Context: an optimization exercise on an open-source flow, tuned for small area. The choices shown serve that exercise and are no tape-out recipe. RTL that was checked went through simulation tests only; none was proved equivalent to the original. Power and IR drop assume default switching activity.

==> flow/design.v (excerpt) <==
module ebi_periph_top #(
  parameter int NUM_UART = 2,
  parameter int NUM_GPIO = 3
) (
  input  logic                                clk,
  input  logic                                rst_i,
  input  logic                                cs_n_i,
  input  logic                                oe_n_i,
  input  logic [3:0]                          we_n_i,
  input  logic                                rd_wr_i,
  input  logic [hub_pkg::ADDR_W-1:0]          ebi_addr_i,
  input  logic [hub_pkg::DATA_W-1:0]          ebi_data_i,
  input  logic [NUM_UART-1:0]                 srx_i,
  input  logic [NUM_GPIO*hub_pkg::DATA_W-1:0] input_pad_i,    
  output logic [hub_pkg::DATA_W-1:0]          ebi_data_o,
  output logic                                ebi_data_oe_o,
  output logic [NUM_UART-1:0]                 stx_o,
  output logic [NUM_UART-1:0]                 uart_int_o,
  output logic [NUM_GPIO*hub_pkg::DATA_W-1:0] output_pad_o    
);
Size: ~1400 cells after synthesis, ~460 flip-flops.
clock: 5.0 ns
lec_check: 0
cap_margin: 20
core_margin: 2
core_utilization: 65
slew_margin: 20
standard.sh (not shown) runs the stock make flow with config.mk's settings and CLKGATE_MAP_FILE= SYNTH_SCRIPT=/design/flow/synth_recipe.tcl, a recipe that flattens the netlist after the stock synthesis.
==> flow/flow/run.sh <==
#!/bin/bash
# The standard layout (standard.sh, the standard flow's own synthesis script
# synth_recipe.tcl and its flip-flop mapping included) with these changes:
# - abc maps the logic with an area-oriented script (flow/area.abc) instead of
#   ORFS's delay-oriented one, and the adders are left to abc rather than
#   mapped to half/full adder cells beforehand (ADDER_MAP_FILE empty);
# - the port buffers are the smallest buffer cell (buf_1);
# - the clock tree uses clkbuf_8 buffers, without dummy loads.
# Each tool's output is in orfs/logs/; make's own output is in standard.log.
set -euo pipefail
here=$(pwd)
{
  echo 'proc abc {args} {'
  echo '  set i [lsearch -exact $args -script]'
  echo "  if {\$i >= 0} { set args [lreplace \$args \$i [expr {\$i + 1}] -script $here/flow/area.abc] }"
  echo "  puts \"abc: script $here/flow/area.abc\""
  echo '  yosys abc {*}$args'
  echo '}'
  cat "$here/synth_recipe.tcl"
} > "$here/area_synth.tcl"
export BUFFER_PORTS_ARGS="-buffer_cell sky130_fd_sc_hd__buf_1"
export CTS_ARGS="-sink_clustering_enable -repair_clock_nets -dont_use_dummy_load -buf_list sky130_fd_sc_hd__clkbuf_8 -sink_clustering_size 18 -sink_clustering_max_diameter 42"
bash standard.sh SYNTH_SCRIPT="$here/area_synth.tcl" ADDER_MAP_FILE= finish > standard.log 2>&1
==> flow/flow/area.abc <==
&get -n
&st
&dch
&nf -R 1000 -p
&st
&dch
&nf -R 1000 -p
&st
&dch
&nf -R 1000 -p
&put
==> next run, changes <==
CORE_UTILIZATION = 75   (was 65)
What happened: Total power is higher slightly; sequential power barely changes; final cell count is lower by a few percent; via count is higher by a few percent; non-clock buffer count is higher by 3; maximum frequency is lower by a few percent.


Another version of the RTL of ebi_periph_top (not shown whole).
For scale: roughly 1,400 cells after synthesis, roughly 460 flip-flops, ~300 I/O pins, about 16,000 µm² of cells after synthesis.
==> flow/config.mk <==
export PLATFORM = sky130hd
export DESIGN_NAME = ebi_periph_top
export DESIGN_NICKNAME = ebi_periph_top
export VERILOG_FILES = /design/flow/design.v
export SDC_FILE = /design/flow/constraint.sdc
export NUM_CORES = 4
export LEC_CHECK = 0
export CAP_MARGIN = 20
export CORE_MARGIN = 2
export CORE_UTILIZATION = 65
export SLEW_MARGIN = 20
==> flow/constraint.sdc <==
create_clock -name core_clock -period 5.0 [get_ports {clk}]
set_input_delay 1.0000 -clock core_clock [delete_from_list [all_inputs] [get_ports {clk}]]
set_output_delay 1.0000 -clock core_clock [all_outputs]
set_load 0.01 [all_outputs]
==> flow/flow/run.sh <==
#!/bin/bash
# The standard layout (standard.sh, the standard flow's own synthesis script
# synth_recipe.tcl and its flip-flop mapping included) with these changes:
# - abc maps the logic with an area-oriented script (flow/area.abc) instead of
#   ORFS's delay-oriented one, and the adders are left to abc rather than
#   mapped to half/full adder cells beforehand (ADDER_MAP_FILE empty);
# - the port buffers are the smallest buffer cell (buf_1);
# - the clock tree uses clkbuf_8 buffers, without dummy loads.
# Each tool's output is in orfs/logs/; make's own output is in standard.log.
set -euo pipefail
here=$(pwd)
{
  echo 'proc abc {args} {'
  echo '  set i [lsearch -exact $args -script]'
  echo "  if {\$i >= 0} { set args [lreplace \$args \$i [expr {\$i + 1}] -script $here/flow/area.abc] }"
  echo "  puts \"abc: script $here/flow/area.abc\""
  echo '  yosys abc {*}$args'
  echo '}'
  cat "$here/synth_recipe.tcl"
} > "$here/area_synth.tcl"
export BUFFER_PORTS_ARGS="-buffer_cell sky130_fd_sc_hd__buf_1"
export CTS_ARGS="-sink_clustering_enable -repair_clock_nets -dont_use_dummy_load -buf_list sky130_fd_sc_hd__clkbuf_8 -sink_clustering_size 20 -sink_clustering_max_diameter 45"
bash standard.sh SYNTH_SCRIPT="$here/area_synth.tcl" ADDER_MAP_FILE= finish > standard.log 2>&1
Scripts as last shown in full above: flow/flow/area.abc
Edit:
--- a/flow/config.mk
+++ b/flow/config.mk
@@ -8 +8 @@
-export CAP_MARGIN = 20
+export CAP_MARGIN = 0
@@ -11 +11 @@
-export SLEW_MARGIN = 20
+export SLEW_MARGIN = 0
Result: Maximum frequency does not change; worst setup slack is unchanged; routed wire length is unchanged; critical path depth stays the same; final cell count is unchanged.
No run of this note included a check of the RTL's function; only the layout flow was run.


Another version of the RTL of ebi_periph_top (not shown whole).
For scale: roughly 1500 cells after synthesis, about 460 flip-flops, about 300 I/O pins.
==> flow/design.v (excerpt) <==
module ebi_periph_top #(
  parameter int NUM_UART = 2,
  parameter int NUM_GPIO = 3
) (
  input  logic                                clk,
  input  logic                                rst_i,
  input  logic                                cs_n_i,
  input  logic                                oe_n_i,
  input  logic [3:0]                          we_n_i,
  input  logic                                rd_wr_i,
  input  logic [hub_pkg::ADDR_W-1:0]          ebi_addr_i,
  input  logic [hub_pkg::DATA_W-1:0]          ebi_data_i,
  input  logic [NUM_UART-1:0]                 srx_i,
  input  logic [NUM_GPIO*hub_pkg::DATA_W-1:0] input_pad_i,    
  output logic [hub_pkg::DATA_W-1:0]          ebi_data_o,
  output logic                                ebi_data_oe_o,
  output logic [NUM_UART-1:0]                 stx_o,
  output logic [NUM_UART-1:0]                 uart_int_o,
  output logic [NUM_GPIO*hub_pkg::DATA_W-1:0] output_pad_o    
);
Settings: LEC_CHECK=0, CAP_MARGIN=20, CORE_MARGIN=2, CORE_UTILIZATION=40, SLEW_MARGIN=20; clock period 5.0 ns.
==> flow/flow/run.sh <==
#!/bin/bash
# Standard layout, with the smallest buffer cell for the port buffers and a
# clock tree without dummy loads.
set -euo pipefail
export BUFFER_PORTS_ARGS="-buffer_cell sky130_fd_sc_hd__buf_1"
export CTS_ARGS="-sink_clustering_enable -repair_clock_nets -dont_use_dummy_load -buf_list sky130_fd_sc_hd__clkbuf_4 -sink_clustering_size 10 -sink_clustering_max_diameter 30"
bash standard.sh > standard.log 2>&1
==> next run, changes <==
==> flow/flow/run.sh (replaced) <==
#!/bin/bash
# Standard layout, with the smallest buffer cell for the port buffers and a
# clock tree without dummy loads.
set -euo pipefail
export BUFFER_PORTS_ARGS="-buffer_cell sky130_fd_sc_hd__buf_1"
export CTS_ARGS="-sink_clustering_enable -repair_clock_nets -dont_use_dummy_load -buf_list sky130_fd_sc_hd__clkbuf_8 -sink_clustering_size 16 -sink_clustering_max_diameter 40"
bash standard.sh > standard.log 2>&1
What happened:
- The changed run finished clean
- routed wire length decreases by 0.45%
- synthesized cell count stays the same
- cell count decreases by 1.6%


ebi_periph_top, a different RTL version from the one above (not shown whole).
For scale: ~1,400 cells after synthesis, roughly 460 flip-flops, about 300 I/O pins.
clock: 5.0 ns
lec_check: 0
cap_margin: 20
core_margin: 2
core_utilization: 65
gpl_routability_driven: 0
gpl_timing_driven: 0
slew_margin: 20
==> flow/flow/run.sh <==
#!/bin/bash
# The standard layout (standard.sh, the standard flow's own synthesis script
# synth_recipe.tcl and its flip-flop mapping included) with these changes:
# - abc maps the logic with an area-oriented script (flow/area.abc) instead of
#   ORFS's delay-oriented one, and the adders are left to abc rather than
#   mapped to half/full adder cells beforehand (ADDER_MAP_FILE empty);
# - the port buffers are the smallest buffer cell (buf_1);
# - the clock tree uses clkbuf_8 buffers, without dummy loads.
# Each tool's output is in orfs/logs/; make's own output is in standard.log.
set -euo pipefail
here=$(pwd)
{
  echo 'proc abc {args} {'
  echo '  set i [lsearch -exact $args -script]'
  echo "  if {\$i >= 0} { set args [lreplace \$args \$i [expr {\$i + 1}] -script $here/flow/area.abc] }"
  echo "  puts \"abc: script $here/flow/area.abc\""
  echo '  yosys abc {*}$args'
  echo '}'
  cat "$here/synth_recipe.tcl"
} > "$here/area_synth.tcl"
export BUFFER_PORTS_ARGS="-buffer_cell sky130_fd_sc_hd__buf_1"
export CTS_ARGS="-sink_clustering_enable -repair_clock_nets -dont_use_dummy_load -buf_list sky130_fd_sc_hd__clkbuf_8 -sink_clustering_size 18 -sink_clustering_max_diameter 42"
bash standard.sh SYNTH_SCRIPT="$here/area_synth.tcl" ADDER_MAP_FILE= finish > standard.log 2>&1
Scripts as last shown in full above: flow/flow/area.abc
Edit:
--- a/flow/config.mk
+++ b/flow/config.mk
@@ -10,3 +10,2 @@
 export CORE_UTILIZATION = 65
-export GPL_ROUTABILITY_DRIVEN = 0
 export GPL_TIMING_DRIVEN = 0
Effect:
- The changed run produced a clean layout
- register-to-register slack hardly moves
- die area stays the same
- clock-buffer cell count does not change
- synthesized cell count is unchanged
- cell area does not change
- setup slack stays the same
- combinational power hardly moves
- utilization stays the same
- first-iteration DRC count does not change
- total power stays the same
- wire length is unchanged


v46:
Another version of the RTL of ebi_periph_top (not shown whole).
For scale: roughly 460 flip-flops, about 300 I/O pins.
clock: 5.0 ns
lec_check: 0
cap_margin: 20
core_margin: 2
core_utilization: 40
cts_buf_list: sky130_fd_sc_hd__clkbuf_2 sky130_fd_sc_hd__clkbuf_4 sky130_fd_sc_hd__clkbuf_8
cts_cluster_size: 20
slew_margin: 20
run.sh (not shown) runs the stock make flow with config.mk's settings and CLKGATE_MAP_FILE= SYNTH_SCRIPT=/design/flow/synth_recipe.tcl, a recipe that flattens the netlist after the stock synthesis.
Stock flow here: none of the scripts above is used.
#### Input delta (v19 over v46)
- CTS_BUF_LIST no longer set, was sky130_fd_sc_hd__clkbuf_2 sky130_fd_sc_hd__clkbuf_4 sky130_fd_sc_hd__clkbuf_8
- CTS_CLUSTER_SIZE no longer set, was 20
### Flow results
Compared with v46, in v19 first-iteration DRC count went down, hold slack did not really move.
Least setup slack across all paths after layout for v19: 71 ps up relative to v46
diff inputs: v19 => v11
==> flow/flow/run.sh (new file) <==
#!/bin/bash
# Standard layout, but the port buffers are the smallest buffer cell.
set -euo pipefail
export BUFFER_PORTS_ARGS="-buffer_cell sky130_fd_sc_hd__buf_1"
bash standard.sh > standard.log 2>&1
==> flow/standard.sh (new file) <==
#!/bin/bash
# synth_recipe.tcl (not shown) runs the flow's synth.tcl, then flattens the netlist and writes it again
# the make line also repeats each setting of config.mk as NAME=value (left out here)
make -C /OpenROAD-flow-scripts/flow DESIGN_CONFIG=/design/flow/config.mk WORK_HOME=/design/flow/orfs CLKGATE_MAP_FILE= SYNTH_SCRIPT=/design/flow/synth_recipe.tcl "${@:-finish}"
removed: flow/run.sh
--- outcome ---
- v11 was carried through to the last stage, and its layout satisfied the timing, DRC and antenna checks.
- Internal power contribution (lower): v11
- Cmp v19 and v11 / power / lower: v11
- STATUS routed wire length: v11 wins against v19
- Hold slack ended up 7.4 ps lower on v11 than on v19.
- When v11 is set beside v19, its endpoint arrival time on the critical path turns out to be 390 ps smaller.
- Compared with v19, in v11 clock latency of the later-clocked register in the worst-skew pair saw little to no change, post-layout instance area saw a decrease.
What v1 does differently from v11 at the input level:
- putting CTS_BUF_LIST at sky130_fd_sc_hd__clkbuf_4 where nothing was set
==> flow/run.sh (new file) <==
#!/bin/bash
# synth_recipe.tcl (not shown) runs the flow's synth.tcl, then flattens the netlist and writes it again
# the make line also repeats each setting of config.mk as NAME=value (left out here)
make -C /OpenROAD-flow-scripts/flow DESIGN_CONFIG=/design/flow/config.mk WORK_HOME=/design/flow/orfs CLKGATE_MAP_FILE= SYNTH_SCRIPT=/design/flow/synth_recipe.tcl finish
removed: flow/flow/run.sh
removed: flow/standard.sh
Findings:
- v1 vs v11 — worst slack at placement dropped 170 ps.
- Diff v11 -> v1 | antenna diode count | increase of 2
- Summary of v1 over v11: number of levels the H-tree was split into went up 1; first-pass GRT wire length went up 3.6%; combinational cell fraction of total power went up 1.0 points; worst hold slack held.
- v1 vs v11, number of vias after detailed routing went up by 323.
- v11 was smaller in final cell area than v1.
- v1 ended up with clkdlybuf4s50_1 as its slowest cell on the critical path; v11 ended up with a21oi_1.
- Diff v11 -> v1: clock network area share saw a decrease, sequential share of layout area decreased by 3.6 points relative to the old numbers.


RTL: one of the versions met above, not the one the previous note started from.
Size: about 460 flip-flops, about 300 I/O pins, roughly 16000 sq um of cells after synthesis.
export LEC_CHECK = 0
export CAP_MARGIN = 20
export CORE_MARGIN = 2
export CORE_UTILIZATION = 65
export SLEW_MARGIN = 20
create_clock -name core_clock -period 5.0 [get_ports {clk}]
standard.sh (not shown) runs the stock make flow with config.mk's settings and CLKGATE_MAP_FILE= SYNTH_SCRIPT=/design/flow/synth_recipe.tcl, a recipe that flattens the netlist after the stock synthesis.
==> flow/flow/run.sh <==
#!/bin/bash
# The standard layout (standard.sh, the standard flow's own synthesis script
# synth_recipe.tcl and its flip-flop mapping included) with these changes:
# - abc maps the logic with an area-oriented script (flow/area.abc) instead of
#   ORFS's delay-oriented one, and the adders are left to abc rather than
#   mapped to half/full adder cells beforehand (ADDER_MAP_FILE empty);
# - the port buffers are the smallest buffer cell (buf_1);
# - the clock tree uses clkbuf_8 buffers, without dummy loads.
# Each tool's output is in orfs/logs/; make's own output is in standard.log.
set -euo pipefail
here=$(pwd)
{
  echo 'proc abc {args} {'
  echo '  set i [lsearch -exact $args -script]'
  echo "  if {\$i >= 0} { set args [lreplace \$args \$i [expr {\$i + 1}] -script $here/flow/area.abc] }"
  echo "  puts \"abc: script $here/flow/area.abc\""
  echo '  yosys abc {*}$args'
  echo '}'
  cat "$here/synth_recipe.tcl"
} > "$here/area_synth.tcl"
export BUFFER_PORTS_ARGS="-buffer_cell sky130_fd_sc_hd__buf_1"
export CTS_ARGS="-sink_clustering_enable -repair_clock_nets -dont_use_dummy_load -buf_list sky130_fd_sc_hd__clkbuf_8 -sink_clustering_size 18 -sink_clustering_max_diameter 42"
bash standard.sh SYNTH_SCRIPT="$here/area_synth.tcl" ADDER_MAP_FILE= finish > standard.log 2>&1
==> flow/flow/area.abc <==
&get -n
&st
&dch
&nf -R 1000 -p
&st
&dch
&nf -R 1000 -p
&st
&dch
&nf -R 1000 -p
&put
topo
stime -c
upsize -c
dnsize -c
Then changed:
==> flow/flow/area.abc (replaced) <==
&get -n
&st
&dch
&nf -R 1000 -p
&st
&dch
&nf -R 1000 -p
&st
&dch
&nf -R 1000 -p
&put
--- a/flow/config.mk
+++ b/flow/config.mk
@@ -10 +10 @@
-export CORE_UTILIZATION = 65
+export CORE_UTILIZATION = 82
After rerunning:
- The new run did not get past global routing
- synthesized cell count stays the same
- area after synthesis decreases slightly
Then changed:
--- a/flow/flow/run.sh
+++ b/flow/flow/run.sh
@@ -22 +22 @@
-export CTS_ARGS="-sink_clustering_enable -repair_clock_nets -dont_use_dummy_load -buf_list sky130_fd_sc_hd__clkbuf_8 -sink_clustering_size 18 -sink_clustering_max_diameter 42"
+export CTS_ARGS="-sink_clustering_enable -repair_clock_nets -dont_use_dummy_load -buf_list {sky130_fd_sc_hd__clkbuf_4 sky130_fd_sc_hd__clkbuf_8} -sink_clustering_size 18 -sink_clustering_max_diameter 42"
--- a/flow/config.mk
+++ b/flow/config.mk
@@ -10 +10 @@
-export CORE_UTILIZATION = 82
+export CORE_UTILIZATION = 65
The changed run completed with no timing, DRC or antenna violations.
Area after synthesis stays the same.
Synthesized cell count does not change.

==> re-timing with driven ports <==
The flow's constraints put no driver on any port. The routed layouts listed below were extracted and timed again, unchanged, in two steps. Step 1: set_driving_cell puts a clkbuf_16 on clk and a buf_2 on each other input, an assumption about the parent block. Step 2 moves the port delays by t, midway between the first and last clock arrival at a register: inputs arrive t later, outputs are due t later. That takes back most of the time a late clock gives input paths. Slacks: no drivers / after step 1 / after step 2; pairs: no drivers / after step 1.
run	t (ns)	setup WS [ns]	worst hold slack (ns)	clock arrival spread, ns
the first run of note 1	0.601	0.938 / 0.938 / 0.938	0.385 / 0.385 / 0.385	0.056 / 0.055
the second run of note 1	0.599	0.739 / 0.739 / 0.739	0.407 / 0.407 / 0.407	0.073 / 0.073
the first run of note 2	0.602	0.977 / 0.977 / 0.977	0.415 / 0.415 / 0.415	0.056 / 0.056
the second run of note 2	0.602	0.977 / 0.977 / 0.977	0.415 / 0.415 / 0.415	0.056 / 0.056
the first run of note 3	0.797	0.777 / 0.777 / 0.777	0.297 / 0.274 / 0.367	0.121 / 0.120
the second run of note 3	0.684	0.794 / 0.794 / 0.794	0.389 / 0.389 / 0.389	0.057 / 0.058
the first run of note 4	0.597	0.559 / 0.559 / 0.559	0.326 / 0.326 / 0.326	0.062 / 0.061
the second run of note 4	0.597	0.559 / 0.559 / 0.559	0.326 / 0.326 / 0.326	0.062 / 0.061
v46	0.695	1.045 / 0.994 / 1.689	0.401 / 0.401 / 0.401	0.038 / 0.038
v19	0.647	1.116 / 1.063 / 1.710	0.402 / 0.402 / 0.402	0.033 / 0.033
v11	0.639	1.507 / 1.454 / 1.912	0.395 / 0.395 / 0.395	0.020 / 0.020
v1	0.900	0.888 / 0.835 / 1.735	0.396 / 0.396 / 0.396	0.060 / 0.060
the first run of note 6	0.594	1.261 / 1.261 / 1.261	0.403 / 0.403 / 0.403	0.066 / 0.065
the third run of note 6	0.601	0.938 / 0.938 / 0.938	0.385 / 0.385 / 0.385	0.056 / 0.055
After both steps setup and hold are still met in every run listed.
